Context: an optimization exercise on an open-source flow, tuned for small area, a short achievable clock period and few clock cycles per item. The choices shown serve that exercise and are no tape-out recipe.
Where RTL was checked, it was by simulation tests only, not by an equivalence proof against the original.
Function not checked in runs 4 and 5: the RTL went through the layout flow alone.

==> flow/design.v (outline; a module is shown in full before it is edited, if it fits) <==
// module fh64_front: 14 lines
// module fh64_queue: 45 lines
// module fh64_mul_k: 1228 lines
// module fh64_mul_m: 1364 lines
// module fh64_back: 114 lines
// module fasthash64_stream: 62 lines
module fasthash64_stream (
    input  logic                         clk,
    input  logic                         rst_n,
    input  logic                         cfg_wr_en,
    input  logic [63:0]                  cfg_wr_data,
    input  logic                         s_axis_tvalid,
    output logic                         s_axis_tready,
    input  logic [fh64_pkg::TDATA_W-1:0] s_axis_tdata,
    input  logic                         s_axis_tuser,
    input  logic                         s_axis_tlast,
    output logic                         m_axis_tvalid,
    input  logic                         m_axis_tready,
    output logic [63:0]                  m_axis_tdata
);
  // ...
==> flow/run.sh <==
#!/bin/bash
# synth_recipe.tcl (not shown) runs the flow's synth.tcl, then flattens the netlist and writes it again
# the make line also repeats each setting of config.mk as NAME=value (left out here)
make -C /OpenROAD-flow-scripts/flow DESIGN_CONFIG=/design/flow/config.mk WORK_HOME=/design/flow/orfs CLKGATE_MAP_FILE= SYNTH_SCRIPT=/design/flow/synth_recipe.tcl finish
==> flow/config.mk <==
export PLATFORM = sky130hd
export DESIGN_NAME = fasthash64_stream
export DESIGN_NICKNAME = fasthash64_stream
export VERILOG_FILES = /design/flow/design.v
export SDC_FILE = /design/flow/constraint.sdc
export NUM_CORES = 4
export LEC_CHECK = 0
export ABC_CLOCK_PERIOD_IN_PS = 5000
export CAP_MARGIN = 20
export CORE_MARGIN = 2
export CORE_UTILIZATION = 50
export SETUP_SLACK_MARGIN = 4.5
export SLEW_MARGIN = 20
==> flow/constraint.sdc <==
create_clock -name core_clock -period 11.0 [get_ports {clk}]
set_input_delay 2.2000 -clock core_clock [delete_from_list [all_inputs] [get_ports {clk}]]
set_output_delay 2.2000 -clock core_clock [all_outputs]
set_load 0.01 [all_outputs]
==> flow_summary.yaml, run 1 <==
sta:
  worst_clock_skew_ns: 0.0517
  slew_headroom: 0.305
run_status:
  status: "complete, no violations"
finish:
  inv_count: 1291
  fin_nets: 7668
  multi_input_area_share: 0.603
  multi_input_area_um2: 44300
  clockNetworkAreaShare: 0.0210
  fillers: 8141
logic_synthesis:
  synth_top_cells_by_area: "fa_1, edfxtp_1, inv_1"
  avgSynthCellArea_um2: 10.6
  synthMuxAreaShare: 0.0192
floorplanning:
  start_util: 0.504
  die_h_um: 335
worst_setup_path:
  rr_startpoint: "u_back.h[42]"
  reg2reg_setup_slack_ns: 3.55
  crit_end: "u_back.x2[8]"
drt:
  dr.pass1.iters: 8
  vias_per_cell: 5.74
  antenna_left: 0
placement:
  dp_slack_ns: 1.75
  placed_cells: 6802
grt:
  grt-ovfl-total: 0
clock_tree:
  clock_path_buffers: 3
  cts_resized: 900
  cts_buffers: 44
worst_hold_path:
  hp-start: "u_queue.absorb"
Testbench counts, summed over its fixed seeds: cycles 7,851, words 6,859.
==> inputs of run 2 (changes only) <==
--- a/flow/config.mk
+++ b/flow/config.mk
@@ -5,9 +5,8 @@
 export SDC_FILE = /design/flow/constraint.sdc
 export NUM_CORES = 4
 export LEC_CHECK = 0
-export ABC_CLOCK_PERIOD_IN_PS = 5000
 export CAP_MARGIN = 20
 export CORE_MARGIN = 2
-export CORE_UTILIZATION = 50
+export CORE_UTILIZATION = 40
 export SETUP_SLACK_MARGIN = 4.5
 export SLEW_MARGIN = 20
==> run 2 against run 1 <==
Against the previous run: cell count up 4.5%; highest routed layer unchanged; via count down 1.5%; non-clock buffer count down 17; utilization down 13 points; first-iteration DRC count down 13%; critical endpoint is now u_back.out_d[16]; clock skew down 0.017 ns; critical path type unchanged; die area up 25%; global-route usage down 6.7 points; clock-buffer cell count down 2; sequential share of layout area about the same.
==> flow_summary.yaml, run 2 <==
floorplanning:
  start_util: 0.404
  rows: 135
  die_h_um: 374
  io_pins: 241
  die_area_um2: 140000
  core_area_um2: 136000
  die_w_um: 374
clock_tree:
  clock_sinks: 363
  clkTransAtPathRegs_ns: 0.06
  clk_latency_ns: 0.64
  htree_levels: 2
  clock_path_buffers: 3
  ctsHoldBuffers: 0
  cts_buffers: 43
  cts_root_buf: "clkbuf_16"
  cts_tree: "yes"
worst_setup_path:
  crit_slowest_cell: "fa_2"
  path_class: "register to register"
  cp_top_family: "adder cells"
  timing.critical_path.buf_inv: 11
  startpoint_type: "register"
  required_ns: 11.35
  end_kind: "register"
  critPathMaxFanout: 6
  slowest_delay_ns: 0.58
  reg2reg_setup_slack_ns: 3.73
  cp.arrival_ns: 7.61
sta:
  rsz0062_at_grt: "true"
  fin_crit_sh: 0.661
  tightest_slew_ns: 1.07
  worst_clock_skew_ns: 0.0344
  hold_viol: 0
  fmax_mhz: 138
  finalSetupViolations: 0
  drv_slew: 0
  slew_headroom: 0.284
  min_period_ns: 7.27
  tns_ns: 0
grt:
  busiest_layer: "met2"
  use_met3: 0.0867
  grt_pass1_wl_um: 340000
  use_met1: 0.436
  grt_pass1_vias: 44800
  grt_max_degree: 84
  antenna_found_initial: 9
  met2_usage: 0.550
  grt-ovfl-total: 0
  grt_usage: 0.350
run_status:
  status: "complete, no violations"
finish:
  antenna_cells: 0
  fillers: 11800
  layout_commonest_cell: "inv_1"
  stdcell_count: 7920
  area_delta_synth_final_pct: 34.1
  drive_gt1_frac: 0.292
  fin_nets: 7647
  final_cell_mix: "inv_1, fa_1, buf_4"
logic_synthesis:
  ys_warn_count: 3
  synthesis.nets: 6702
  ys_ff_latch: 363
  avgSynthCellArea_um2: 10.6
  synth_ff_type: "edfxtp_1"
  netlist-cell-type-count: 92
  synth_top_area_cell: "fa_1"
  yosysSeqAreaShare: 0.187
  synthArstFlopShare: 0.369
  syn_inst: 5159
  synth.cell_area_um2: 54900
  synth_top_cells_by_area: "fa_1, edfxtp_1, inv_1"
  synth_top_area_frac: 0.424
  synth_edf_count: 229
  yosysMostFrequentCell: "inv_1"
  synth_common_cells: "inv_1, fa_1, xnor2_1"
drt:
  dr.pass1.iters: 5
  vias_per_cell: 5.41
  num_vias: 42900
  wirelength_um: 244000
  post-route-drc-count: 0
  drtIter0Drc: 3871
  avgRoutedWirePerCell_um: 30.8
  antenna_left: 0
run:
  max-cap-violations: 0
placement:
  dpl.hpwl_um: 182000
  placed_cells: 7185
  portBuffers: 236
  gp_congestion: 1.03
worst_hold_path:
  hp-class: "register to register"
run 2: cell counts after synthesis:
Identical to the previous run, type by type.
run 2: through the flow:
stage	cell area [um^2]	worst slack, ns	hold WS (ns)	utilization
floorplan	56100	3.94	0.400	-
global placement	61000	2.08	0.407	0.449
detailed placement	61000	2.07	0.408	0.449
CTS	70700	3.79	0.420	0.520
global route	73600	3.61	0.440	0.542
finish	73600	3.73	0.421	0.542
run 2: final timing paths:
kind | from | to | cells after the start
worst min register to register | u_queue.absorb | u_back.a2 | 0
max in group asynchronous | rst_n | u_back.h[23] | 2
worst max register to register | u_back.fin | u_back.out_d[16] | 31
min in group asynchronous | rst_n | u_back.seed[47] | 1
worst min-delay path | u_queue.absorb | u_back.a2 | 0
worst max-delay path | u_back.fin | u_back.out_d[16] | 31
run 2: cell families (layout without fill, tap and decap cells):
kind of cell	count (synthesis)	after routing	share of synthesized area
buf+inv	1403	2379	0.0968
fa+ha+maj	1372	1372	0.472
simple gates	751	755	0.0621
compound gates	610	610	0.0702
xor+xnor	563	563	0.0932
flops	363	363	0.187
mux	97	97	0.0192
run 2: timing repair:
item	in CTS	in global routing
resized for setup	810	392
cloned	19	0
setup buffers	487	149
pin swaps	159	218
setup endpoints to repair	163	143
run 2: per-layer routing:
layer | share of wire | vias up
li1 | - | 17600
met1 | 0.36 | 22300
met2 | 0.45 | 2300
met3 | 0.099 | 743
met4 | 0.082 | 6
met5 | 0.00016 | -
run 2: final cells by class:
class / count / area, um^2 / area share
clock buffer: 58 / 1230 / 0.0167
clock inverter: 22 / 170 / 0.00231
inverter: 1285 / 5160 / 0.0701
multi-input combinational: 3397 / 44000 / 0.598
sequential: 363 / 10300 / 0.140
tap: 1781 / 2230 / 0.0303
timing repair buffer: 1010 / 10400 / 0.141
timing repair inverter: 4 / 92.6 / 0.00126
==> inputs of run 3 (changes only) <==
--- a/flow/config.mk
+++ b/flow/config.mk
@@ -8,5 +8,4 @@
 export CAP_MARGIN = 20
 export CORE_MARGIN = 2
 export CORE_UTILIZATION = 40
-export SETUP_SLACK_MARGIN = 4.5
 export SLEW_MARGIN = 20
==> run 3 against run 2 <==
Against the previous run: synthesized cell count stayed put; critical path type unchanged; die area stayed put; clock skew is 0.026 ns higher; non-clock buffer count is 625 lower; critical endpoint is now u_back.x2[16]; final area is 16% lower; worst setup slack worse by 2.0 ns; global-route usage is 3.1 points lower.
==> flow_summary.yaml, run 3 <==
sta:
  rsz0062_at_grt: "false"
  finalSetupViolations: 0
  drv_slew: 0
  fmax_mhz: 108
  tightest_slew_ns: 1.13
  hold_ws_ns: 0.420
  min_period_ns: 9.25
  slew_headroom: 0.241
  fin_crit_sh: 0.841
  tns_ns: 0
  worst_clock_skew_ns: 0.0605
  hold_viol: 0
clock_tree:
  clock_path_buffers: 3
  cts_buffers: 44
  ctsHoldBuffers: 0
  clkTransAtPathRegs_ns: 0.06
  cts_resized: 0
  clk_latency_ns: 0.65
  postCtsSetupBuffers: 0
  cts_tree: "yes"
  clock_sinks: 363
  htree_levels: 2
  cts_root_buf: "clkbuf_16"
drt:
  antenna_left: 0
  avgRoutedWirePerCell_um: 30.2
  post-route-drc-count: 0
  dr.pass1.iters: 5
  num_vias: 39100
  vias_per_cell: 5.36
  wirelength_um: 220000
  drtIter0Drc: 3666
finish:
  fillers: 12900
  drive_gt1_frac: 0.0715
  layout_commonest_cell: "inv_1"
  regArea_um2: 10200
  final_cell_mix: "inv_1, fa_1, xnor2_1"
  fin_nets: 7015
  area_delta_synth_final_pct: 12.6
  multi_input_area_um2: 39500
logic_synthesis:
  netlist-cell-type-count: 92
  synth_top_area_frac: 0.424
  synth_common_cells: "inv_1, fa_1, xnor2_1"
  synthesis.nets: 6702
  synth_edf_count: 229
  synthArstFlopShare: 0.369
  synth_top_area_cell: "fa_1"
  avgSynthCellArea_um2: 10.6
  synth_top_cells_by_area: "fa_1, edfxtp_1, inv_1"
  syn_inst: 5159
  synth.cell_area_um2: 54900
  ys_ff_latch: 363
  ys_warn_count: 3
  yosysMostFrequentCell: "inv_1"
  yosysSeqAreaShare: 0.187
  synth_ff_type: "edfxtp_1"
floorplanning:
  die_h_um: 374
  die_area_um2: 140000
  start_util: 0.404
  rows: 135
  io_pins: 241
  die_w_um: 374
  core_area_um2: 136000
grt:
  grt-ovfl-total: 0
  grt_usage: 0.319
  antenna_found_initial: 11
  grt_pass1_vias: 41300
  grt_pass1_wl_um: 311000
  grt_max_degree: 85
worst_hold_path:
  holdPathStages: 0
  hp-start: "u_queue.absorb"
  hp-class: "register to register"
  holdPathEnd: "u_back.a2"
placement:
  dpl.hpwl_um: 180000
  gp_congestion: 1.02
  portBuffers: 236
run:
  max-cap-violations: 0
worst_setup_path:
  crit_slowest_cell: "fa_1"
  reg2reg_setup_slack_ns: 1.75
  required_ns: 11.34
  rr_endpoint: "u_back.x2[16]"
  end_kind: "register"
  slowest_delay_ns: 0.62
  crit_chain: "inv_2 > buf_4 > nor2_1 > a21oi_2 > buf_4 > inv_1 > fa_1 > fa_1 > fa_1 > fa_1 > fa_1 > fa_1 > fa_1 > ha_1 > a21oi_1 > o21bai_1 > a21o_1 > a21o_1 > a21oi_1 > a21boi_2 > o21bai_4 > xor2_2 > xnor3_1"
  cp.arrival_ns: 9.59
  path_class: "register to register"
  startpoint_type: "register"
  critPathMaxFanout: 36
  rr_startpoint: "u_back.fin"
  ff2ff_path_depth: 23
  crit_path_start: "u_back.fin"
  cpMostUsedCell: "fa_1"
run_status:
  status: "complete, no violations"
## run 3: critical path: cells and delay by family (launching register included)
| family | cells | cell delay [ns] |
|---|---|---|
| adder cells (fa/ha/maj) | 8 | 3.77 |
| buffers and inverters | 4 | 1.98 |
| AO/OA/AOI/OAI | 8 | 1.58 |
| XOR/XNOR | 2 | 1.09 |
| flip-flops | 1 | 0.40 |
| AND/OR/NAND/NOR | 1 | 0.10 |
## run 3: final cells by class
cell class	count	area share
Clock buffer	59	0.0198
Antenna cell	3	0.000122
Tap cell	1781	0.0361
Clock inverter	22	0.00346
Sequential cell	363	0.166
Timing Repair Buffer	385	0.0565
Multi-Input combinational cell	3393	0.640
Inverter	1285	0.0782
## run 3: metrics by stage
step / util / cell area (um^2) / instances / setup slack, ns
final: 0.455 / 61700 / 7291 / 1.75
after global routing: 0.455 / 61700 / 7288 / 1.43
after CTS: 0.455 / 61700 / 7288 / 1.79
after detailed placement: 0.444 / 60300 / 7207 / 1.87
after global placement: 0.444 / 60300 / 7206 / 1.63
after floorplan: - / 54900 / 5159 / 2.18
## run 3: routing by layer
layer  part of all wire  track usage
met1               0.38        0.408
met2               0.45        0.500
met3               0.10       0.0769
met4              0.068        0.173
met5            0.00013            0
## run 3: kinds of logic after synthesis
family,count (synthesis),synth area share
adders and majority gates,1372,0.472
and+or+nand+nor,751,0.0621
xor gates and xnor gates,563,0.0932
AOI/OAI and AO/OA,610,0.0702
muxes,97,0.0192
buffers and inverters,1403,0.0968
DFF,363,0.187
## run 3: how the worst max path moves through the flow
stage,endpoint,cells past startpoint
detailed placement,u_back.x2[16],23
global route,u_back.h[62],26
finish,u_back.x2[16],23
CTS,u_back.x2[16],23
floorplan,u_back.h[62],25
global placement,u_back.x2[16],25
==> module fh64_back, before the edit <==
module fh64_back (
    input  logic        clk,
    input  logic        rst_n,
    input  logic        cfg_wr_en,
    input  logic [63:0] cfg_wr_data,
    input  logic        v1,
    input  logic [63:0] pre1,
    input  logic [31:0] len1,
    input  logic        f1,
    input  logic        a1,
    input  logic        l1,
    output logic        take1,
    output logic        ready,
    output logic        m_axis_tvalid,
    input  logic        m_axis_tready,
    output logic [63:0] m_axis_tdata
);
    logic        v2, f2, a2, l2;
    logic [63:0] x2;
    logic [63:0] h;
    logic [63:0] seed;
    logic        pend;       
    logic        fin;        
    logic        out_v;
    logic [63:0] out_d;
    logic        fin_go, m_ok, len_op, m_done, abs_op, xs_op;
    logic [63:0] k_in, k_p, k_mix;
    logic [63:0] m_in, m_p;
    assign fin_go = fin && (!out_v || m_axis_tready);
    assign m_ok   = !fin || fin_go;
    assign len_op = v2 && f2 && m_ok;
    assign m_done = v2 && !f2 && m_ok;
    assign abs_op = m_done && a2;
    assign xs_op  = m_done && !a2 && pend;
    assign take1 = !fin && v1 && (!v2 || !f2);
    assign ready = (!v1 || take1) && !(take1 && f1) && !(v2 && f2 && fin && out_v);
    assign k_in  = fin ? fh64_pkg::mix_pre(h) : pre1;
    fh64_mul_k u_mul_k (
        .a (k_in),
        .p (k_p)
    );
    assign k_mix = fh64_pkg::mix_post(k_p);
    assign m_in = (v2 && f2) ? {32'b0, len1} : (h ^ x2);
    fh64_mul_m u_mul_m (
        .a (m_in),
        .p (m_p)
    );
    assign m_axis_tvalid = out_v;
    assign m_axis_tdata  = out_d;
    always_ff @(posedge clk or negedge rst_n)
    begin
        if (!rst_n)
        begin
            v2    <= 1'b0;
            f2    <= 1'b0;
            h     <= '0;
            seed  <= fh64_pkg::SEED_RESET;
            pend  <= 1'b0;
            fin   <= 1'b0;
            out_v <= 1'b0;
        end
        else
        begin
            if (take1)
            begin
                v2 <= 1'b1;
                f2 <= f1;
            end
            else if (m_done)
            begin
                v2 <= 1'b0;
            end
            else if (len_op)
            begin
                f2 <= 1'b0;
            end
            if (len_op || abs_op)
            begin
                h <= m_p;
            end
            else if (xs_op)
            begin
                h <= h ^ seed;
            end
            if (len_op)
            begin
                pend <= 1'b1;
            end
            else if (m_done)
            begin
                pend <= 1'b0;
            end
            fin   <= (fin && !fin_go) || (m_done && l2);
            out_v <= fin_go || (out_v && !m_axis_tready);
            if (cfg_wr_en)
            begin
                seed <= cfg_wr_data;
            end
        end
    end
    always_ff @(posedge clk)
    begin
        if (take1)
        begin
            x2 <= k_mix ^ (f1 ? seed : 64'b0);
            a2 <= a1;
            l2 <= l1;
        end
        if (fin_go)
        begin
            out_d <= k_mix;
        end
    end
endmodule
==> inputs of run 4 (changes only) <==
--- a/flow/design.v
+++ b/flow/design.v
@@ -2693,7 +2693,7 @@
     input  logic        m_axis_tready,
     output logic [63:0] m_axis_tdata
 );
-    logic        v2, f2, a2, l2;
+    logic        v2, f2, a2, l2, s2;
     logic [63:0] x2;
     logic [63:0] h;
     logic [63:0] seed;
@@ -2718,7 +2718,7 @@
         .p (k_p)
     );
     assign k_mix = fh64_pkg::mix_post(k_p);
-    assign m_in = (v2 && f2) ? {32'b0, len1} : (h ^ x2);
+    assign m_in = (v2 && f2) ? {32'b0, len1} : (h ^ (x2 ^ (s2 ? seed : 64'b0)));
     fh64_mul_m u_mul_m (
         .a (m_in),
         .p (m_p)
@@ -2780,7 +2780,8 @@
     begin
         if (take1)
         begin
-            x2 <= k_mix ^ (f1 ? seed : 64'b0);
+            x2 <= k_mix;
+            s2 <= f1;
             a2 <= a1;
             l2 <= l1;
         end
--- a/flow/config.mk
+++ b/flow/config.mk
@@ -8,4 +8,5 @@
 export CAP_MARGIN = 20
 export CORE_MARGIN = 2
 export CORE_UTILIZATION = 40
+export SETUP_SLACK_MARGIN = 3.0
 export SLEW_MARGIN = 20
==> run 4 against run 3 <==
Against the previous run: final area grew 3.3%; cell count grew 4.2%; area after synthesis rose by 0.72%; clock-buffer cell count rose by 7; highest routed layer is now met4; worst setup slack better by 1.2 ns; still clean on timing, DRC and antenna.
==> flow_summary.yaml, run 4 <==
run_status:
  status: "complete, no violations"
sta:
  hold_ws_ns: 0.435
  tns_ns: 0
  fmax_mhz: 125
  tightest_slew_ns: 1.06
  min_period_ns: 8.00
  hold_viol: 0
  drv_slew: 0
  finalSetupViolations: 0
  rsz0062_at_grt: "true"
  slew_headroom: 0.296
  fin_crit_sh: 0.727
  worst_clock_skew_ns: 0.0739
drt:
  wl_met3_um: 21900
  num_vias: 41700
  drtIter0Drc: 4191
  post-route-drc-count: 0
  avgRoutedWirePerCell_um: 32.0
  vias_per_cell: 5.49
  dr.pass1.iters: 5
  highest_layer: "met4"
  antenna_left: 0
  route.met2.wl_um: 113000
  wirelength_um: 243000
  met1Wirelength_um: 88700
logic_synthesis:
  synth_xor_area_frac: 0.109
  synth_ff_type: "edfxtp_1"
  synth-compound-area-share: 0.0810
  synth_top_cells_by_area: "fa_1, edfxtp_1, xnor2_1"
  ys_ff_latch: 364
  synth.cell_area_um2: 55300
  syn_inst: 5387
  ys_warn_count: 3
  synth_edf_count: 230
  synth_common_cells: "inv_1, fa_1, xnor2_1"
  synthArstFlopShare: 0.368
  yosysMostFrequentCell: "inv_1"
  synthesis.nets: 6892
  synth_fa_ha_area_frac: 0.446
  synthMuxAreaShare: 0.0195
  netlist-cell-type-count: 89
  avgSynthCellArea_um2: 10.3
  synth_top_area_frac: 0.383
  synth_top_area_cell: "fa_1"
  synth-simple-area-share: 0.0663
  synth_top_family_by_area: "adder cells"
  yosysSeqAreaShare: 0.186
grt:
  grt_pass1_wl_um: 339000
  grt_usage: 0.348
  antenna_found_initial: 10
  grt_max_degree: 73
  grt_pass1_vias: 43900
  grt-ovfl-total: 0
worst_setup_path:
  crit_cells: 23
  crit_slowest_cell: "fa_1"
  crit_chain: "xnor2_1 > nor2_1 > a21oi_1 > buf_4 > inv_1 > ha_1 > xor2_1 > fa_1 > inv_1 > fa_1 > inv_1 > fa_1 > inv_1 > fa_1 > fa_1 > ha_1 > a31o_2 > a21oi_1 > nand2_1 > o21ai_1 > o21ai_2 > a21boi_2 > xnor2_1"
  required_ns: 11.26
  cpMostUsedCell: "fa_1"
  cp.arrival_ns: 8.26
  cp_top_family: "adder cells"
  critPathMaxFanout: 14
  timing.critical_path.buf_inv: 5
  ff2ff_path_depth: 23
  end_kind: "register"
  slowest_delay_ns: 0.58
  startpoint_type: "register"
  path_class: "register to register"
clock_tree:
  cts_buffers: 45
  cts_root_buf: "clkbuf_16"
  clkTransAtPathRegs_ns: 0.06
  clock_path_buffers: 3
  clk_latency_ns: 0.67
  clock_sinks: 364
  ctsHoldBuffers: 0
  htree_levels: 2
  cts_tree: "yes"
worst_hold_path:
  hp-class: "register to register"
  holdPathStages: 0
placement:
  gp_congestion: 1.06
  portBuffers: 236
  dpl.hpwl_um: 199000
  placed_cells: 7436
floorplanning:
  die_area_um2: 141000
  start_util: 0.402
  rows: 136
  die_h_um: 376
  die_w_um: 376
  core_area_um2: 137000
  io_pins: 241
finish:
  fin_nets: 7270
  final_cell_mix: "inv_1, fa_1, xnor2_1"
  drive_gt1_frac: 0.106
  area_delta_synth_final_pct: 15.5
  layout_commonest_cell: "inv_1"
  stdcell_count: 7596
  fillers: 13200
run:
  max-cap-violations: 0
run 4: changes by cell type after synthesis, sizes merged, moves of 10 or more:
cell    before   now
o21ai      147   173
inv       1282  1199
xnor2      432   528
nor3        17    27
xor2       124   156
a21oi      230   285
nand2      319   354
ha         205   273
clkbuf      93   119
fa        1163  1057
nor2       188   201
or2         22    33
run 4: layer usage:
layer,vias up,track usage
li1,17400,-
met1,21400,0.425
met2,2227,0.560
met3,641,0.0757
met4,0,0.220
met5,-,0
run 4: cell families (layout without fill, tap and decap cells):
family	Yosys count	in the layout
other cells	0	1
fa+ha+maj	1336	1336
mux	99	99
buf+inv	1357	1769
flops	364	364
simple gates	815	817
compound gates	731	731
xor+xnor	685	685
run 4: final timing paths:
kind	from	to	slack, ns
setup / recovery	u_back.h[48]	u_back.x2[5]	3.00
hold / removal	u_queue.last	u_back.l2	0.43
setup reg to reg	u_back.h[48]	u_back.x2[5]	3.00
hold reg to reg	u_queue.last	u_back.l2	0.43
max in group asynchronous	rst_n	u_back.f2	7.93
min in group asynchronous	rst_n	u_back.seed[18]	1.60
run 4: cell type report:
cell class | count | area [um^2] | share of cell area
inverters | 1205 | 4620 | 0.0724
clock buffers | 66 | 1270 | 0.0199
diodes | 1 | 2.50 | 0.0000392
well taps | 1794 | 2240 | 0.0352
clock inverters | 17 | 234 | 0.00367
multi-input cells | 3668 | 40700 | 0.638
repair buffers | 481 | 4450 | 0.0698
flip-flops and latches | 364 | 10300 | 0.161
run 4: what timing repair did:
item,4_1_cts,5_1_grt
pin swaps,0,5
buffers inserted,42,30
gates resized for setup,80,99
endpoints found under the setup margin,91,60
gates cloned,4,0
run 4: metrics by stage:
step           instance area, um^2  utilization  setup slack [ns]
6_report                     63800        0.465              3.00
5_1_grt                      63800        0.465              2.90
4_1_cts                      63100        0.460              3.01
3_5_place_dp                 60900        0.443              1.84
3_3_place_gp                 60900        0.443              1.90
2_1_floorplan                55400            -              3.01
==> inputs of run 5 (changes only) <==
--- a/flow/config.mk
+++ b/flow/config.mk
@@ -8,5 +8,5 @@
 export CAP_MARGIN = 20
 export CORE_MARGIN = 2
 export CORE_UTILIZATION = 40
-export SETUP_SLACK_MARGIN = 3.0
+export SETUP_SLACK_MARGIN = 4.5
 export SLEW_MARGIN = 20
==> run 5 against run 4 <==
Against the previous run: largest cell class unchanged; first-iteration DRC count rose by 11%; register-to-register slack improved by 0.55 ns; worst setup slack improved by 0.55 ns; hold slack improved by 0.0044 ns; critical endpoint is now u_back.x2[13]; sequential share of layout area is 2.4 points lower; clock-buffer cell count decreased by 11; via count up 9.4%.
==> flow_summary.yaml, run 5 <==
logic_synthesis:
  synth_top_cells_by_area: "fa_1, edfxtp_1, xnor2_1"
  netlist-cell-type-count: 89
  synth_top_area_cell: "fa_1"
  syn_inst: 5387
  synthesis.nets: 6892
  synth_edf_count: 230
  yosysMostFrequentCell: "inv_1"
  synth-compound-area-share: 0.0810
  synth-simple-area-share: 0.0663
  synth_common_cells: "inv_1, fa_1, xnor2_1"
  ys_warn_count: 3
  synthMuxAreaShare: 0.0195
  yosysSeqAreaShare: 0.186
  synth_xor_area_frac: 0.109
  avgSynthCellArea_um2: 10.3
  synth_top_area_frac: 0.383
  synthArstFlopShare: 0.368
  ys_ff_latch: 364
  synth_fa_ha_area_frac: 0.446
  synth_top_family_by_area: "adder cells"
  synth_ff_type: "edfxtp_1"
  synth.cell_area_um2: 55300
run_status:
  status: "complete, no violations"
drt:
  met1Wirelength_um: 89600
  wl_met3_um: 28500
  route.met2.wl_um: 116000
  vias_per_cell: 5.57
  post-route-drc-count: 0
  drtIter0Drc: 4636
  num_vias: 45600
  avgRoutedWirePerCell_um: 31.9
  dr.pass1.iters: 5
  wirelength_um: 261000
  highest_layer: "met5"
  antenna_left: 0
grt:
  grt_max_degree: 77
  grt-ovfl-total: 0
  grt_pass1_wl_um: 358000
  grt_pass1_vias: 47200
  antenna_found_initial: 19
  grt_usage: 0.369
placement:
  dpl.hpwl_um: 194000
  placed_cell_area_um2: 61500
  portBuffers: 236
  placed_cells: 7405
  gp_congestion: 1.06
  dp_slack_ns: 2.12
finish:
  regArea_um2: 10300
  multi_input_area_um2: 45200
  drive_gt1_frac: 0.309
  stdcell_area_um2: 74900
  area_delta_synth_final_pct: 35.6
  final_cell_mix: "inv_1, fa_1, buf_4"
  post-route-util: 0.546
  layout_commonest_cell: "inv_1"
  fin_nets: 7844
  stdcell_count: 8178
  fillers: 11800
worst_setup_path:
  required_ns: 11.41
  path_class: "register to register"
  rr_startpoint: "u_back.h[32]"
  cp.arrival_ns: 7.87
  critPathMaxFanout: 4
  startpoint_type: "register"
  crit_path_start: "u_back.h[32]"
  end_kind: "register"
sta:
  drv_slew: 0
  rsz0062_at_grt: "true"
  fmax_mhz: 134
  slew_headroom: 0.291
  tightest_slew_ns: 1.06
  worst_clock_skew_ns: 0.0725
  hold_viol: 0
  setup_ws_ns: 3.54
  min_period_ns: 7.46
  tns_ns: 0
  finalSetupViolations: 0
  hold_ws_ns: 0.439
  fin_crit_sh: 0.678
run:
  max-cap-violations: 0
clock_tree:
  clkTransAtPathRegs_ns: 0.06
  cts_root_buf: "clkbuf_16"
  clock_sinks: 364
  clk_latency_ns: 0.70
  cts_tree: "yes"
  cts_buffers: 44
  ctsHoldBuffers: 0
  htree_levels: 2
  clock_path_buffers: 3
floorplanning:
  core_area_um2: 137000
  start_util: 0.402
  die_h_um: 376
  die_area_um2: 141000
  die_w_um: 376
  rows: 136
  io_pins: 241
worst_hold_path:
  hp-start: "u_queue.absorb"
  hp-class: "register to register"
[run 5: cell count changes in the layout (fill, tap and decap cells not counted), moves of 94 or more]
cell    change
inv_1     -127
fa_2      +161
buf_4     +319
fa_1      -161
buf_12     +94
buf_6     +125
[run 5: what timing repair did]
action                                   CTS  global route
pin swaps                                256           244
setup buffers                            519           144
endpoints found under the setup margin   162           132
gates resized for setup                 1016           353
gates cloned                              17             2
[run 5: worst max-delay path, stage by stage (launching register included)]
cell        delay, ns
dfrtp_1          0.66
xnor2_1          0.27
a21oi_4          0.49
clkinvlp_4       0.28
buf_12           0.20
fa_1             0.50
fa_1             0.59
fa_2             0.20
inv_1            0.05
fa_1             0.47
inv_1            0.05
fa_2             0.34
fa_2             0.36
fa_2             0.37
fa_2             0.38
ha_4             0.30
nand4_1          0.19
nor3_2           0.22
nand2_4          0.15
nor2_4           0.14
a41oi_4          0.22
nand2_2          0.16
a21oi_2          0.06
xnor2_1          0.22
buf_4            0.22
xnor2_2          0.07
[run 5: per-layer routing]
| metal | GRT usage | vias up |
|---|---|---|
| met4 | 0.298 | 12 |
| met3 | 0.105 | 941 |
| met1 | 0.433 | 23200 |
| met2 | 0.566 | 2859 |
| li1 | - | 18600 |
| met5 | 0 | - |
[run 5: path summary, 6_finish.rpt]
kind	slack, ns	cells after the start	end
setup / recovery	3.54	25	u_back.x2[13]
hold / removal	0.44	0	u_back.a2
setup reg to reg	3.54	25	u_back.x2[13]
hold reg to reg	0.44	0	u_back.a2
max in group asynchronous	7.99	2	u_back.seed[43]
min in group asynchronous	1.58	1	u_back.seed[7]
[run 5: final cells by class]
| class | count | area share |
|---|---|---|
| Multi-Input combinational cell | 3669 | 0.603 |
| Timing Repair Buffer | 1051 | 0.144 |
| Sequential cell | 364 | 0.138 |
| Inverter | 1205 | 0.0646 |
| Tap cell | 1794 | 0.0300 |
| Clock buffer | 55 | 0.0158 |
| Clock inverter | 26 | 0.00446 |
| Timing Repair inverter | 4 | 0.000985 |
| Antenna cell | 10 | 0.000334 |
[run 5: logic make-up (layout without fill, tap and decap cells)]
group,count (synthesis),in the layout
AOI/OAI and AO/OA,731,731
xor gates and xnor gates,685,685
adders and majority gates,1336,1336
buffers and inverters,1357,2341
DFF,364,364
muxes,99,99
other,0,10
and+or+nand+nor,815,818
==> inputs of run 6 (changes only) <==
--- a/flow/design.v
+++ b/flow/design.v
@@ -2758,7 +2758,7 @@
             end
             else if (xs_op)
             begin
-                h <= h ^ seed;
+                h <= m_in;
             end
             if (len_op)
             begin
--- a/flow/config.mk
+++ b/flow/config.mk
@@ -8,5 +8,5 @@
 export CAP_MARGIN = 20
 export CORE_MARGIN = 2
 export CORE_UTILIZATION = 40
-export SETUP_SLACK_MARGIN = 4.5
+export SETUP_SLACK_MARGIN = 2.0
 export SLEW_MARGIN = 20
==> run 6 against run 5 <==
Against the previous run: utilization shrank 8.9 points; global-route usage shrank 2.0 points; still clean; register-to-register slack worse by 1.4 ns.
==> flow_summary.yaml, run 6 <==
run_status:
  status: "complete, no violations"
placement:
  dpl.hpwl_um: 198000
  portBuffers: 236
  gp_congestion: 1.07
logic_synthesis:
  avgSynthCellArea_um2: 10.4
  syn_inst: 5270
  synth_top_area_frac: 0.388
  synthArstFlopShare: 0.368
  synth_edf_count: 230
  synth.cell_area_um2: 54700
  synth_ff_type: "edfxtp_1"
  ys_warn_count: 3
  yosysSeqAreaShare: 0.188
  synth_top_cells_by_area: "fa_1, edfxtp_1, inv_1"
  ys_ff_latch: 364
  synthesis.nets: 6780
  synth_common_cells: "inv_1, fa_1, xnor2_1"
  synth_top_area_cell: "fa_1"
  yosysMostFrequentCell: "inv_1"
  netlist-cell-type-count: 79
floorplanning:
  start_util: 0.404
  die_h_um: 374
  io_pins: 241
  die_w_um: 374
  rows: 135
  die_area_um2: 140000
  core_area_um2: 136000
clock_tree:
  cts_root_buf: "clkbuf_16"
  clock_sinks: 364
  clk_latency_ns: 0.67
  cts_buffers: 46
  clock_path_buffers: 3
  ctsHoldBuffers: 0
  clkTransAtPathRegs_ns: 0.06
  htree_levels: 2
  cts_tree: "yes"
sta:
  tightest_slew_ns: 1.25
  rsz0062_at_grt: "true"
  tns_ns: 0
  fmax_mhz: 112
  min_period_ns: 8.90
  finalSetupViolations: 0
  worst_clock_skew_ns: 0.0549
  hold_ws_ns: 0.426
  slew_headroom: 0.160
  hold_viol: 0
  drv_slew: 0
  fin_crit_sh: 0.809
finish:
  final_cell_mix: "inv_1, fa_1, xnor2_1"
  drive_gt1_frac: 0.0789
  fin_nets: 7088
  layout_commonest_cell: "inv_1"
  area_delta_synth_final_pct: 13.1
worst_setup_path:
  timing.critical_path.buf_inv: 9
  cp.arrival_ns: 9.26
  end_kind: "register"
  critPathMaxFanout: 43
  cp_top_family: "adder cells"
  crit_path_start: "u_back.fin"
  rr_startpoint: "u_back.fin"
  path_class: "register to register"
  slowest_delay_ns: 0.63
  reg2reg_setup_slack_ns: 2.10
  crit_slowest_cell: "fa_1"
  required_ns: 11.36
  startpoint_type: "register"
run:
  max-cap-violations: 0
grt:
  grt_pass1_vias: 43500
  grt-ovfl-total: 0
  grt_pass1_wl_um: 338000
  grt_usage: 0.349
  antenna_found_initial: 17
  grt_max_degree: 71
drt:
  post-route-drc-count: 0
  drtIter0Drc: 4700
  dr.pass1.iters: 6
  vias_per_cell: 5.61
  wirelength_um: 243000
  antenna_left: 0
  num_vias: 41500
  avgRoutedWirePerCell_um: 32.9
worst_hold_path:
  hp-start: "u_queue.absorb"
  hp-class: "register to register"
-- run 6: changes by cell type after synthesis, moves of 11 or more --
cell      delta
a211oi_1    +19
a21o_1      -11
a21oi_1     +11
a22oi_1     +11
nand2_1     -97
nor2_1      +19
xnor2_1     -59
-- run 6: layout make-up --
type	count	area, um^2
repair buffers	404	3650
clock buffers	60	1210
multi-input cells	3565	39800
flip-flops and latches	364	10300
fillers	13000	73700
diodes	2	5.00
well taps	1781	2230
inverters	1197	4500
clock inverters	25	302
-- run 6: layer usage --
layer / track usage / routed length, um / up-vias
li1: - / - / 17000
met1: 0.438 / 90200 / 21400
met2: 0.538 / 108000 / 2342
met3: 0.0700 / 22800 / 691
met4: 0.256 / 22200 / 12
met5: 0 / 70 / -
-- run 6: worst paths after layout --
kind	to	cells past startpoint
min	u_back.a2	0
max in group asynchronous	u_back.fin	2
min reg2reg	u_back.a2	0
max reg2reg	u_back.out_d[3]	27
max	u_back.out_d[3]	27
min in group asynchronous	u_back.h[30]	1
-- run 6: metrics by stage --
stage | utilization | instances | instance area [um^2] | worst slack, ns
2_1_floorplan | - | 5270 | 54700 | 2.55
3_3_place_gp | 0.445 | 7308 | 60300 | 1.90
3_5_place_dp | 0.445 | 7308 | 60300 | 1.87
4_1_cts | 0.456 | 7395 | 61800 | 2.09
5_1_grt | 0.456 | 7396 | 61900 | 1.86
6_report | 0.456 | 7398 | 61900 | 2.10
-- run 6: worst reg2reg max path, stage by stage (launching register included) --
cell	delay (ns)
dfrtp_2	0.40
inv_2	0.45
buf_12	0.33
nor2_1	0.12
a21oi_1	0.48
inv_1	0.49
fa_1	0.63
inv_1	0.06
fa_1	0.51
inv_1	0.06
fa_1	0.47
inv_1	0.05
fa_1	0.37
fa_1	0.51
inv_1	0.05
fa_1	0.48
inv_1	0.04
ha_1	0.34
and3_1	0.31
nand2_1	0.28
nor2_1	0.13
a21o_1	0.18
a221o_1	0.30
a211oi_1	0.58
o41ai_1	0.20
buf_4	0.20
xor2_1	0.18
xnor2_2	0.46
-- run 6: cells by family (layout without fill, tap and decap cells) --
family,Yosys count,after routing,synth area share
other cells,0,2,0
mux,106,106,0.0210
xor+xnor,615,615,0.0989
fa+ha+maj,1339,1339,0.451
simple gates,734,735,0.0611
buf+inv,1342,1686,0.0923
flops,364,364,0.188
compound gates,770,770,0.0877
-- run 6: repair_timing --
action                     4_1_cts  5_1_grt
resized for setup                4        6
pin swaps                        1        1
setup buffers                    2        0
gates cloned                     0        1
setup endpoints to repair        4       20
Testbench counts of run 6, summed over its fixed seeds: cycles 7,851, words 6,859.
==> inputs of run 7 (changes only) <==
==> flow/flow/run.sh (new file) <==
#!/bin/bash
# Standard flow, with one netlist clean-up between synthesis and floorplan:
# netfix2.py chooses the polarity of each full adder so that the adder
# trees need far fewer inverters (a full adder is self-dual). Registers and
# all other cells are left as synthesis made them.
set -euo pipefail
R=orfs/results/sky130hd/fasthash64_stream/base
bash standard.sh synth > synth.log 2>&1
cp $R/1_2_yosys.v yosys_standard.v
python3 flow/netfix2.py yosys_standard.v $R/1_2_yosys.v > netfix.log 2>&1
rm -f $R/1_synth.odb $R/1_synth.sdc
bash standard.sh > layout.log 2>&1
==> flow/flow/netfix2.py (new file) <==
#!/usr/bin/env python3
"""Re-time the polarity of full adders in a Yosys netlist to cut inverters.

A full adder is self-dual: FA(~a, ~b, ~c) = (~sum, ~carry). Yosys's adder
extraction leaves many inverters between full adders. This script removes
every inverter (except ones driving ports), gives each full adder a polarity
(whether it computes on complemented signals) chosen by simulated annealing
to need the fewest inverters, then puts back one inverter for each signal
that some load needs complemented.
Usage: netfix2.py IN.v OUT.v [seed]
"""
import math
import random
import re
import sys

INV = re.compile(r"^sky130_fd_sc_hd__(clk)?inv(lp)?_\d+$")
FA = re.compile(r"^sky130_fd_sc_hd__fa_\d+$")
OUTPINS = {"X", "Y", "Q", "Q_N", "SUM", "COUT", "HI", "LO", "GCLK"}

def esc(n):
    return n + " " if n.startswith("\\") else n

def main(src, dst, seed=1):
    text = open(src).read()
    m = re.search(r"^module\s+(\S+)\((.*?)\);", text, re.M | re.S)
    head_end = m.end()
    end = text.rindex("endmodule")
    stmts = [s.strip() for s in text[head_end:end].split(";") if s.strip()]
    decls, cells, order, ports = [], {}, [], set()
    for s in stmts:
        if s.startswith(("input", "output", "wire", "inout")):
            decls.append(s)
            if not s.startswith("wire"):
                for tok in s.split()[1:]:
                    if not tok.startswith("["):
                        ports.add(tok.lstrip("\\"))
            continue
        if s.startswith("assign"):
            raise SystemExit("assign statements not supported")
        mm = re.match(r"^(\S+)\s+(\\\S+\s|\S+)\s*\((.*)\)$", s, re.S)
        typ, name, conns = mm.group(1), mm.group(2).strip(), mm.group(3)
        pins = {}
        for pm in re.finditer(r"\.(\w+)\(\s*((?:\\\S+\s)|[^()]*?)\s*\)", conns):
            pins[pm.group(1)] = pm.group(2).strip()
        cells[name] = [typ, pins]
        order.append(name)

    def is_port(n):
        return n.split("[")[0].lstrip("\\").strip() in ports

    driver = {}
    for c in order:
        for p, n in cells[c][1].items():
            if p in OUTPINS:
                driver[n] = c
    # removable inverters: input is not a constant, output is not a port
    removable = set()
    for c in order:
        t, pins = cells[c]
        if INV.match(t) and not is_port(pins["Y"]) and not pins["A"].startswith(("1'", "0'")):
            removable.add(c)

    def resolve(n):
        """net -> (base net, parity) through removable inverters"""
        par = 0
        seen = 0
        while n in driver and driver[n] in removable:
            n = cells[driver[n]][1]["A"]
            par ^= 1
            seen += 1
            if seen > 100:
                raise SystemExit("inverter loop")
        return n, par

    fas = [c for c in order if FA.match(cells[c][0])]
    fa_idx = {c: i for i, c in enumerate(fas)}
    # loads: list of (cell, pin, base, parity); FA-driven bases know their FA
    loads = []
    for c in order:
        if c in removable:
            continue
        t, pins = cells[c]
        for p, n in pins.items():
            if p in OUTPINS or n.startswith(("1'", "0'")):
                continue
            b, par = resolve(n)
            loads.append((c, p, b, par))
    pinned = set()
    for c in fas:
        for p in ("SUM", "COUT"):
            if is_port(cells[c][1][p]):
                pinned.add(fa_idx[c])
    bases = {}
    def bid(b):
        if b not in bases:
            bases[b] = len(bases)
        return bases[b]
    base_drv_fa = {}
    for c in fas:
        for p in ("SUM", "COUT"):
            base_drv_fa[bid(cells[c][1][p])] = fa_idx[c]
    nb = None
    L = []   # (fa index of consumer or -1, base id, parity)
    for (c, p, b, par) in loads:
        L.append((fa_idx[c] if c in fa_idx and p in ("A", "B", "CIN") else -1, bid(b), par))
    nb = len(bases)
    pol = [0] * len(fas)
    drvfa = [-1] * nb
    for b, f in base_drv_fa.items():
        drvfa[b] = f
    # physical demand of a load = par ^ pol[consumer] ^ pol[driver of base]
    cnt = [[0, 0] for _ in range(nb)]
    fa_in = [[] for _ in fas]      # base ids of each FA's inputs (with repeats)
    fa_out = [[] for _ in fas]
    for (f, b, par) in L:
        d = par ^ (pol[f] if f >= 0 else 0) ^ (pol[drvfa[b]] if drvfa[b] >= 0 else 0)
        cnt[b][d] += 1
        if f >= 0:
            fa_in[f].append(b)
    for b, f in base_drv_fa.items():
        fa_out[f].append(b)
    # per-FA input demand parities for incremental updates: we track demand by
    # recomputing from L entries indexed per FA
    fa_loads = [[] for _ in fas]
    for k, (f, b, par) in enumerate(L):
        if f >= 0:
            fa_loads[f].append(k)

    def cost_b(b):
        return 1 if cnt[b][1] > 0 else 0

    def dem(k):
        f, b, par = L[k]
        return par ^ (pol[f] if f >= 0 else 0) ^ (pol[drvfa[b]] if drvfa[b] >= 0 else 0)

    def flip(f):
        touched = set()
        for k in fa_loads[f]:
            b = L[k][1]
            d = dem(k)
            cnt[b][d] -= 1
            cnt[b][1 - d] += 1
            touched.add(b)
        for b in fa_out[f]:
            cnt[b][0], cnt[b][1] = cnt[b][1], cnt[b][0]
            touched.add(b)
        pol[f] ^= 1
        return touched

    total = sum(cost_b(b) for b in range(nb))
    start = total
    rng = random.Random(seed)
    cand = [f for f in range(len(fas)) if f not in pinned]
    iters = 400 * len(cand)
    T0, T1 = 2.0, 0.05
    best = total
    best_pol = pol[:]
    for it in range(iters):
        T = T0 * (T1 / T0) ** (it / iters)
        f = rng.choice(cand)
        aff = set(L[k][1] for k in fa_loads[f]) | set(fa_out[f])
        before = sum(cost_b(b) for b in aff)
        flip(f)
        after = sum(cost_b(b) for b in aff)
        delta = after - before
        if delta <= 0 or rng.random() < math.exp(-delta / T):
            total += delta
            if total < best:
                best = total
                best_pol = pol[:]
        else:
            flip(f)
    # apply best
    for f in range(len(fas)):
        if pol[f] != best_pol[f]:
            flip(f)
    total = sum(cost_b(b) for b in range(nb))
    ninv_removed = len(removable)
    print(f"netfix2: removable inverters {ninv_removed}, needed before {start}, after {total}", file=sys.stderr)

    # rebuild: new FA output nets for flipped FAs
    base_name = {v: k for k, v in bases.items()}
    phys = {}   # base id -> physical net carrying (value ^ pol of driver)
    for b in range(nb):
        phys[b] = base_name[b]
    invnet = {}
    newcells = {}
    k_inv = [0]
    def inv_of(b):
        if b not in invnet:
            k_inv[0] += 1
            n = f"_pfx{k_inv[0]}_"
            newcells[f"_pfxi{k_inv[0]}_"] = ["sky130_fd_sc_hd__inv_1", {"A": phys[b], "Y": n}]
            invnet[b] = n
        return invnet[b]
    # loads reconnect
    for k, (c, p, bname, par) in enumerate(loads):
        b = L[k][1]
        d = dem(k)
        cells[c][1][p] = inv_of(b) if d else phys[b]
    for c in removable:
        del cells[c]
    out = [text[:head_end]]
    for d in decls:
        out.append("  " + d + " ;")
    for n in sorted(invnet.values()):
        out.append(f"  wire {n};")
    for name in order + list(newcells):
        cell = cells.get(name) or newcells.get(name)
        if cell is None:
            continue
        typ, pins = cell
        conn = ",\n".join(f"    .{p}({esc(n)})" for p, n in pins.items())
        out.append(f"  {typ} {esc(name)} (\n{conn}\n  );")
    out.append("endmodule")
    open(dst, "w").write("\n".join(out) + "\n" + text[end + len("endmodule"):].lstrip("\n"))

if __name__ == "__main__":
    main(sys.argv[1], sys.argv[2], int(sys.argv[3]) if len(sys.argv) > 3 else 1)
==> flow/standard.sh (new file) <==
#!/bin/bash
# synth_recipe.tcl (not shown) runs the flow's synth.tcl, then flattens the netlist and writes it again
# the make line also repeats each setting of config.mk as NAME=value (left out here)
make -C /OpenROAD-flow-scripts/flow DESIGN_CONFIG=/design/flow/config.mk WORK_HOME=/design/flow/orfs CLKGATE_MAP_FILE= SYNTH_SCRIPT=/design/flow/synth_recipe.tcl "${@:-finish}"
--- a/flow/config.mk
+++ b/flow/config.mk
@@ -5,8 +5,9 @@
 export SDC_FILE = /design/flow/constraint.sdc
 export NUM_CORES = 4
 export LEC_CHECK = 0
+export ABC_CLOCK_PERIOD_IN_PS = 7000
 export CAP_MARGIN = 20
 export CORE_MARGIN = 2
 export CORE_UTILIZATION = 40
-export SETUP_SLACK_MARGIN = 2.0
+export SETUP_SLACK_MARGIN = 3.0
 export SLEW_MARGIN = 20
removed: flow/run.sh
==> run 7 against run 6 <==
Against the previous run: utilization increased by 1.4 points; flip-flop and latch count unchanged; clock-buffer cell count increased by 6; via count decreased by 4.9%; largest cell class unchanged.
==> flow_summary.yaml, run 7 <==
run_status:
  status: "complete, no violations"
placement:
  placed_cells: 6451
  portBuffers: 236
  dp_slack_ns: 1.79
  gp_congestion: 1.08
  dpl.hpwl_um: 184000
  placed_cell_area_um2: 57200
clock_tree:
  clk_latency_ns: 0.66
  cts_tree: "yes"
  clkTransAtPathRegs_ns: 0.06
  cts_root_buf: "clkbuf_16"
  htree_levels: 2
  ctsHoldBuffers: 0
  cts_buffers: 45
  clock_path_buffers: 3
  clock_sinks: 364
sta:
  fin_crit_sh: 0.718
  hold_ws_ns: 0.417
  worst_clock_skew_ns: 0.0380
  finalSetupViolations: 0
  tightest_slew_ns: 1.26
  drv_slew: 0
  tns_ns: 0
  hold_viol: 0
  slew_headroom: 0.151
  setup_ws_ns: 3.10
  rsz0062_at_grt: "true"
  fmax_mhz: 127
  min_period_ns: 7.90
finish:
  layout_commonest_cell: "fa_1"
  drive_gt1_frac: 0.129
  stdcell_area_um2: 60300
  stdcell_count: 6650
  post-route-util: 0.471
  final_cell_mix: "fa_1, xnor2_1, inv_1"
  area_delta_synth_final_pct: 16.5
  fin_nets: 6390
floorplanning:
  die_w_um: 364
  die_area_um2: 132000
  start_util: 0.404
  io_pins: 241
  core_area_um2: 128000
  die_h_um: 364
  rows: 131
grt:
  grt_pass1_wl_um: 320000
  grt_max_degree: 77
  antenna_found_initial: 13
  grt_usage: 0.353
  grt-ovfl-total: 0
  grt_pass1_vias: 41100
logic_synthesis:
  synthesis.nets: 5981
  syn_inst: 4471
  ys_warn_count: 3
  avgSynthCellArea_um2: 11.6
  synth.cell_area_um2: 51700
worst_setup_path:
  critPathMaxFanout: 44
  path_class: "register to register"
  cp.arrival_ns: 8.28
  startpoint_type: "register"
  required_ns: 11.38
  end_kind: "register"
drt:
  avgRoutedWirePerCell_um: 34.8
  drtIter0Drc: 4585
  antenna_left: 0
  wirelength_um: 231000
  post-route-drc-count: 0
  dr.pass1.iters: 5
  vias_per_cell: 5.93
  num_vias: 39500
run:
  max-cap-violations: 0
worst_hold_path:
  hp-class: "register to register"
run 7: what timing repair did:
item                                    in CTS  in global routing
endpoints found under the setup margin     107                 73
pin swaps                                    2                  8
gates resized for setup                     61                 83
gates cloned                                 2                  3
buffers inserted                            52                 54
run 7: worst max-delay path, cell delays in order, from the launching register on:
cell     delay [ns]
dfrtp_4        0.58
inv_16         0.20
nor2_1         0.09
a21oi_2        0.10
buf_4          0.39
inv_1          0.39
ha_1           0.32
nor3_1         0.76
fa_1           0.58
fa_1           0.43
fa_1           0.41
fa_1           0.49
fa_1           0.41
fa_1           0.43
inv_1          0.08
xnor2_1        0.14
xnor2_1        0.16
xnor2_1        0.15
xnor2_1        0.09
xnor2_1        0.29
xnor2_1        0.16
xnor2_2        0.38
xnor2_1        0.17
buf_4          0.20
xor2_1         0.17
run 7: worst paths after layout:
check | cells past startpoint | startpoint | to | slack [ns]
max in group asynchronous | 2 | rst_n | u_back.h[21] | 7.86
min reg2reg | 0 | u_queue.absorb | u_back.a2 | 0.42
max reg2reg | 24 | u_back.fin | u_back.out_d[16] | 3.10
max | 24 | u_back.fin | u_back.out_d[16] | 3.10
min | 0 | u_queue.absorb | u_back.a2 | 0.42
min in group asynchronous | 1 | rst_n | u_back.seed[58] | 1.60
run 7: area by class of cell:
type	instances	area, um^2
diodes	4	10.0
clock buffers	66	1340
clock inverters	18	195
fillers	11800	67800
inverters	398	1630
multi-input cells	3568	40100
flip-flops and latches	364	10300
well taps	1729	2160
repair buffers	503	4540
run 7: routing by layer:
| metal | up-vias | track usage | wire [um] |
|---|---|---|---|
| met5 | - | 0 | 142 |
| li1 | 15600 | - | - |
| met3 | 725 | 0.116 | 28000 |
| met4 | 22 | 0.213 | 17600 |
| met1 | 20500 | 0.444 | 84800 |
| met2 | 2593 | 0.531 | 101000 |
==> inputs of run 8 (changes only) <==
--- a/flow/config.mk
+++ b/flow/config.mk
@@ -5,7 +5,6 @@
 export SDC_FILE = /design/flow/constraint.sdc
 export NUM_CORES = 4
 export LEC_CHECK = 0
-export ABC_CLOCK_PERIOD_IN_PS = 7000
 export CAP_MARGIN = 20
 export CORE_MARGIN = 2
 export CORE_UTILIZATION = 40
==> run 8 against run 7 <==
Against the previous run: still clean; critical path type unchanged; register-to-register slack hardly changed; flip-flop and latch count stayed put; global-route usage stayed put; clock-buffer cell count stayed put.
==> flow_summary.yaml, run 8 <==
drt:
  dr.pass1.iters: 5
  drtIter0Drc: 4585
  antenna_left: 0
  vias_per_cell: 5.93
  wirelength_um: 231000
  post-route-drc-count: 0
  num_vias: 39500
  avgRoutedWirePerCell_um: 34.8
grt:
  grt_pass1_wl_um: 320000
  grt_usage: 0.353
  grt_pass1_vias: 41100
  antenna_found_initial: 13
  grt-ovfl-total: 0
  grt_max_degree: 77
worst_setup_path:
  timing.critical_path.buf_inv: 5
  end_kind: "register"
  crit_slowest_cell: "nor3_1"
  cp_top_family: "adder cells"
  critPathMaxFanout: 44
  path_class: "register to register"
  startpoint_type: "register"
  cpMostUsedCell: "xnor2_1"
  required_ns: 11.38
  crit_chain: "inv_16 > nor2_1 > a21oi_2 > buf_4 > inv_1 > ha_1 > nor3_1 > fa_1 > fa_1 > fa_1 > fa_1 > fa_1 > fa_1 > inv_1 > xnor2_1 > xnor2_1 > xnor2_1 > xnor2_1 > xnor2_1 > xnor2_1 > xnor2_2 > xnor2_1 > buf_4 > xor2_1"
  cp.arrival_ns: 8.28
  slowest_delay_ns: 0.76
sta:
  setup_ws_ns: 3.10
  slew_headroom: 0.151
  min_period_ns: 7.90
  worst_clock_skew_ns: 0.0380
  fin_crit_sh: 0.718
  tns_ns: 0
  fmax_mhz: 127
  finalSetupViolations: 0
  rsz0062_at_grt: "true"
  drv_slew: 0
  tightest_slew_ns: 1.26
  hold_viol: 0
finish:
  layout_commonest_cell: "fa_1"
  fin_nets: 6390
  drive_gt1_frac: 0.129
  stdcell_count: 6650
  final_cell_mix: "fa_1, xnor2_1, inv_1"
  area_delta_synth_final_pct: 16.5
clock_tree:
  clk_latency_ns: 0.66
  cts_tree: "yes"
  clkTransAtPathRegs_ns: 0.06
  clock_path_buffers: 3
  cts_buffers: 45
  htree_levels: 2
  cts_root_buf: "clkbuf_16"
  clock_sinks: 364
placement:
  portBuffers: 236
  placed_cells: 6451
  dpl.hpwl_um: 184000
  dp_slack_ns: 1.79
  gp_congestion: 1.08
worst_hold_path:
  hp-class: "register to register"
floorplanning:
  start_util: 0.404
  die_h_um: 364
  core_area_um2: 128000
  die_w_um: 364
  io_pins: 241
  rows: 131
  die_area_um2: 132000
run_status:
  status: "complete, no violations"
logic_synthesis:
  syn_inst: 4471
  avgSynthCellArea_um2: 11.6
  synthesis.nets: 5981
  ys_warn_count: 3
  synth.cell_area_um2: 51700
run:
  max-cap-violations: 0
## run 8: final timing paths
| path | slack, ns | cells after the start | startpoint | end |
|---|---|---|---|---|
| setup / recovery | 3.10 | 24 | u_back.fin | u_back.out_d[16] |
| hold / removal | 0.42 | 0 | u_queue.absorb | u_back.a2 |
| setup reg to reg | 3.10 | 24 | u_back.fin | u_back.out_d[16] |
| hold reg to reg | 0.42 | 0 | u_queue.absorb | u_back.a2 |
| max in group asynchronous | 7.86 | 2 | rst_n | u_back.h[21] |
| min in group asynchronous | 1.60 | 1 | rst_n | u_back.seed[58] |
## run 8: cell type report
| class | count | area (um^2) |
|---|---|---|
| Fill cell | 11800 | 67800 |
| Multi-Input combinational cell | 3568 | 40100 |
| Sequential cell | 364 | 10300 |
| Timing Repair Buffer | 503 | 4540 |
| Tap cell | 1729 | 2160 |
| Inverter | 398 | 1630 |
| Clock buffer | 66 | 1340 |
| Clock inverter | 18 | 195 |
| Antenna cell | 4 | 10.0 |
## run 8: worst register-to-register path, stage by stage, from the launching register on
cell and delay (ns):
dfrtp_4 0.58, inv_16 0.21, nor2_1 0.12, a21oi_2 0.10, buf_4 0.39, inv_1 0.41, ha_1 0.32, nor3_1 0.76
fa_1 0.58, fa_1 0.43, fa_1 0.41, fa_1 0.49, fa_1 0.41, fa_1 0.43, inv_1 0.08, xnor2_1 0.14
xnor2_1 0.16, xnor2_1 0.15, xnor2_1 0.10, xnor2_1 0.29, xnor2_1 0.16, xnor2_2 0.38, xnor2_1 0.17, buf_4 0.20
xor2_1 0.17
## run 8: repair_timing
item	CTS	global route
hold endpoints to repair	0	0
hold buffers	0	0
setup buffers	52	54
cloned	2	3
pin swaps	2	8
gates resized for setup	61	83
endpoints found under the setup margin	107	73
## run 8: per-layer routing
layer,track usage,routed length (um),share of wire
met1,0.444,84800,0.37
met2,0.531,101000,0.44
met3,0.116,28000,0.12
met4,0.213,17600,0.076
met5,0,142,0.00061
## run 8: metrics by stage
| stage | hold WS [ns] | area [um^2] | utilization |
|---|---|---|---|
| 2_1_floorplan | 0.400 | 51800 | - |
| 4_1_cts | 0.419 | 59400 | 0.464 |
| 6_report | 0.417 | 60300 | 0.471 |
| 3_5_place_dp | 0.405 | 57200 | 0.446 |
| 3_3_place_gp | 0.405 | 57200 | 0.446 |
| 5_1_grt | 0.442 | 60200 | 0.471 |

-- static timing again, ports no longer ideal --
Ports are ideal in the flow. The routed layouts listed here were re-timed in OpenROAD.
Step 1 assumes that a clkbuf_16 drives the clock port and a buf_2 every other input.
Step 2 times the ports against the registers' clock, not the clock port: input delays grow and output delays shrink by t, the midpoint of the rising clock arrivals with the driver on.
a / b / c = no drivers / after step 1 / after step 2; a / b = the first two.
run | t (ns) | setup slack, ns | latest minus earliest clock arrival (ns) | worst slew at a driven data input, ns
run 1 | 0.703 | 3.554 / 3.554 / 3.554 | 0.052 / 0.051 | 0.07
run 2 | 0.683 | 3.734 / 3.734 / 3.734 | 0.034 / 0.034 | 0.06
run 3 | 0.690 | 1.754 / 1.754 / 1.754 | 0.060 / 0.060 | 0.05
run 4 | 0.699 | 3.000 / 3.000 / 3.000 | 0.076 / 0.076 | 0.12
run 5 | 0.736 | 3.545 / 3.545 / 3.545 | 0.073 / 0.072 | 0.07
run 6 | 0.701 | 2.099 / 2.099 / 2.099 | 0.059 / 0.058 | 0.10
run 7 | 0.713 | 3.099 / 3.099 / 3.099 | 0.040 / 0.040 | 0.09
run 8 | 0.713 | 3.099 / 3.099 / 3.099 | 0.040 / 0.040 | 0.09
After both steps every run listed still meets setup and hold.
